Background: an optimization exercise with open tools, aiming at small area and a short achievable clock period. Do not read the settings as production practice. Function was checked by simulation only, so behaviour that the tests miss may differ from the original. The flow treats the clock pin as an ideal source. Dropping or thinning the clock tree relies on that and would not hold on a real chip. No activity file was given, so power comes from the tool's default toggle rates.

// router_nport
module router_nport #(
    parameter int NPORT  = 8,
    parameter int ADDR_W = $clog2(NPORT)
) (
    input  logic             clk,
    input  logic             reset_n,
    input  logic [NPORT-1:0] din,
    input  logic [NPORT-1:0] frame_n,
    input  logic [NPORT-1:0] valid_n,
    output logic [NPORT-1:0] busy_n,
    output logic [NPORT-1:0] dout,
    output logic [NPORT-1:0] valido_n,
    output logic [NPORT-1:0] frameo_n
);
Size: roughly 1,300 cells after synthesis, roughly 7900 um2 of cells after synthesis.
export LEC_CHECK = 0
export ABC_AREA = 1
export CAP_MARGIN = 20
export CORE_MARGIN = 2
export CORE_UTILIZATION = 30
export PLACE_DENSITY = 0.45
export SLEW_MARGIN = 20
export SYNTH_HIERARCHICAL = 1
export SYNTH_MINIMUM_KEEP_SIZE = 0
create_clock -name core_clock -period 10.0 [get_ports {clk}]
standard.sh (not shown) runs the stock make flow with config.mk's settings and CLKGATE_MAP_FILE= SYNTH_SCRIPT=/design/flow/synth_recipe.tcl, a recipe that flattens the netlist after the stock synthesis.
==> flow/flow/run.sh <==
#!/bin/bash
# Own layout flow: the standard layout, with
#  - synthesis by flow/my_synth.tcl: the standard synthesis script plus
#    a hand-mapped one-hot multiplexer module (flow/mux_cells.v),
#  - small port buffers (buf_2 instead of the default delay buffers),
#  - repair_timing aiming for a larger setup margin (the SDC is unchanged),
#  - a one-level clock tree (flow/cts_post.tcl, run as ORFS's POST_CTS_TCL
#    hook): four clkbuf_16 fed from the clock port, one per quadrant.
set -euo pipefail
work=$(pwd)
bash standard.sh SYNTH_SCRIPT=$work/flow/my_synth.tcl synth > synth.log 2>&1
export BUFFER_PORTS_ARGS="-buffer_cell sky130_fd_sc_hd__buf_2"
export SETUP_SLACK_MARGIN=7.1
export POST_CTS_TCL=$work/flow/cts_post.tcl
bash standard.sh finish > layout.log 2>&1
Other scripts of this flow, unchanged in this note and not shown: flow/flow/cts_post.tcl, flow/flow/mux_cells.v, flow/flow/my_synth.tcl
Next try:
--- a/flow/flow/run.sh
+++ b/flow/flow/run.sh
@@ -5 +5 @@
-#  - small port buffers (buf_2 instead of the default delay buffers),
+#  - small port buffers (buf_1 instead of the default delay buffers),
@@ -12,2 +12,2 @@
-export BUFFER_PORTS_ARGS="-buffer_cell sky130_fd_sc_hd__buf_2"
-export SETUP_SLACK_MARGIN=7.1
+export BUFFER_PORTS_ARGS="-buffer_cell sky130_fd_sc_hd__buf_1"
+export SETUP_SLACK_MARGIN=7.2
The new run completed with no timing, DRC or antenna violations. Via count climbs by 1.6%. Sequential power climbs by about 0.8%. Wire length barely changes. Maximum frequency climbs by 0.92%. First-iteration DRC count drops by 15%. Design area climbs by 1.8%. Die area stays the same. Combinational power climbs by about 2%.
Next try:
--- a/flow/flow/run.sh
+++ b/flow/flow/run.sh
@@ -5 +5 @@
-#  - small port buffers (buf_1 instead of the default delay buffers),
+#  - small port buffers (buf_4 instead of the default delay buffers),
@@ -12 +12 @@
-export BUFFER_PORTS_ARGS="-buffer_cell sky130_fd_sc_hd__buf_1"
+export BUFFER_PORTS_ARGS="-buffer_cell sky130_fd_sc_hd__buf_4"
Result:
- The changed run completed without violations
- final area rose by 0.99%
- area after synthesis does not change
- setup slack improves by 5.8 ps
- cell count hardly moves
- sequential share of layout area fell by 0.27 points
- total power rose by 0.32%
- die area does not change
- worst hold slack stays flat
- via count fell by 1.0%
Next try:
--- a/flow/flow/run.sh
+++ b/flow/flow/run.sh
@@ -5 +5 @@
-#  - small port buffers (buf_4 instead of the default delay buffers),
+#  - small port buffers (buf_2 instead of the default delay buffers),
@@ -12 +12 @@
-export BUFFER_PORTS_ARGS="-buffer_cell sky130_fd_sc_hd__buf_4"
+export BUFFER_PORTS_ARGS="-buffer_cell sky130_fd_sc_hd__buf_2"
--- a/flow/config.mk
+++ b/flow/config.mk
@@ -11,0 +12 @@
+export GPL_TIMING_DRIVEN = 1
=>
- The new run passed the timing, DRC and antenna checks
- first-iteration DRC count falls by about 6%
- fmax is about the same
- via count goes up by 0.70%
- clock power hardly moves
- total power drops by 0.83%
Next try:
--- a/flow/flow/run.sh
+++ b/flow/flow/run.sh
@@ -13 +13 @@
-export SETUP_SLACK_MARGIN=7.2
+export SETUP_SLACK_MARGIN=7.3
--- a/flow/config.mk
+++ b/flow/config.mk
@@ -12 +11,0 @@
-export GPL_TIMING_DRIVEN = 1
Flip-flop and latch count does not change.
Fmax stays flat.
Synthesized area is unchanged.
Next try:
--- a/flow/flow/run.sh
+++ b/flow/flow/run.sh
@@ -13 +13 @@
-export SETUP_SLACK_MARGIN=7.3
+export SETUP_SLACK_MARGIN=7.2
--- a/flow/config.mk
+++ b/flow/config.mk
@@ -9 +9 @@
-export CAP_MARGIN = 20
+export CAP_MARGIN = 0
@@ -13 +13 @@
-export SLEW_MARGIN = 20
+export SLEW_MARGIN = 0
What happened:
- core utilization went down by 1.6 points
- cell area drops by 4.4%
- clock power barely changes
- die area is unchanged
- sequential share of layout area goes up by 1.1 points
- flip-flop and latch count stays the same
- power decreases by 3.5%
- worst hold slack stays flat
In every run of this note, the design's own scripts or RTL, not TritonCTS, make the clock network.

lane 5:
Starting RTL as in the previous note.
==> flow/config.mk <==
export PLATFORM = sky130hd
export DESIGN_NAME = router_nport
export DESIGN_NICKNAME = router_nport
export VERILOG_FILES = /design/flow/design.v
export SDC_FILE = /design/flow/constraint.sdc
export NUM_CORES = 4
export LEC_CHECK = 0
export ABC_AREA = 1
export CAP_MARGIN = 20
export CORE_MARGIN = 2
export CORE_UTILIZATION = 30
export PLACE_DENSITY = 0.45
export SLEW_MARGIN = 20
export SYNTH_HIERARCHICAL = 1
export SYNTH_MINIMUM_KEEP_SIZE = 0
==> flow/constraint.sdc <==
create_clock -name core_clock -period 10.0 [get_ports {clk}]
set_input_delay 2.0000 -clock core_clock [delete_from_list [all_inputs] [get_ports {clk}]]
set_output_delay 2.0000 -clock core_clock [all_outputs]
set_load 0.01 [all_outputs]
==> flow/flow/run.sh <==
#!/bin/bash
# Own layout flow: the standard layout, with
#  - synthesis by flow/my_synth.tcl: the standard synthesis script plus
#    a hand-mapped one-hot multiplexer module (flow/mux_cells.v),
#  - small port buffers (buf_2 instead of the default delay buffers),
#  - repair_timing aiming for a larger setup margin (the SDC is unchanged),
#  - a one-level clock tree (flow/cts_post.tcl, run as ORFS's POST_CTS_TCL
#    hook): four clkbuf_16 fed from the clock port, one per quadrant.
set -euo pipefail
work=$(pwd)
bash standard.sh SYNTH_SCRIPT=$work/flow/my_synth.tcl synth > synth.log 2>&1
export BUFFER_PORTS_ARGS="-buffer_cell sky130_fd_sc_hd__buf_2"
export SETUP_SLACK_MARGIN=7.2
export POST_CTS_TCL=$work/flow/cts_post.tcl
bash standard.sh finish > layout.log 2>&1
Other scripts of this flow, unchanged in this note and not shown: flow/flow/cts_post.tcl, flow/flow/mux_cells.v, flow/flow/my_synth.tcl
The following lists how lane 3 was set up differently from lane 5:
- changing PLACE_DENSITY from 0.45 to 0.55
- changing CORE_UTILIZATION from 30 to 40
==> run summary <==
In lane 3, the total wire length after detailed routing came out 7.1% below the value in lane 5. Share of the cycle needed by the critical path after routing: lane 3 higher than lane 5. Lane 3 ends up with a relative slew slack that is 7.9 points higher than in lane 5. On count of placed standard cells in the final layout, fillers left out: lane 3 sits below lane 5. Of lane 3 and lane 5, it is lane 3 that has the higher fraction of area in registers. Core util | lane 3 vs lane 5 | lane 3 higher. In lane 3, the number of logic stages on the critical path including buffering came out 2 above the value in lane 5. | total power | lane 3 vs lane 5 | about 1.6% lower |.
In every run of this note, the design's own scripts or RTL, not TritonCTS, make the clock network.

-- re-timing with driven ports --
The results above use ideal ports. As a check the final layouts listed here were re-extracted and re-timed, cells and wires unchanged.
Step 1, drivers: a clkbuf_16 drives clk and a buf_2 each remaining input, both assumed.
Step 2 moves the port delays by t, midway between the first and last clock arrival at a register: inputs arrive t later, outputs are due t later. That takes back most of the time a late clock gives input paths.
Three values: no drivers, after step 1, after step 2; two values: the first two.
| run | t, ns | setup WS [ns] | worst setup path after step 2 |
|---|---|---|---|
| the first run of note 1 | 0.272 | 7.172 / 7.099 / 6.983 | input to register |
| the second run of note 1 | 0.270 | 7.198 / 7.093 / 7.032 | input to register |
| the third run of note 1 | 0.270 | 7.204 / 7.100 / 7.070 | input to register |
| the fourth run of note 1 | 0.272 | 7.200 / 7.094 / 7.033 | input to register |
| the fifth run of note 1 | 0.271 | 7.201 / 7.096 / 7.085 | input to register |
| the sixth run of note 1 | 0.272 | 7.200 / 7.094 / 7.033 | input to register |
| lane 5 | 0.272 | 7.200 / 7.094 / 7.033 | input to register |
| lane 3 | 0.263 | 7.166 / 7.074 / 6.978 | input to register |
After both steps setup and hold are still met in every run listed. For the first run of note 1, which loses most, drivers alone change the setup slack by -0.073 ns; drivers and shift together by -0.189 ns.
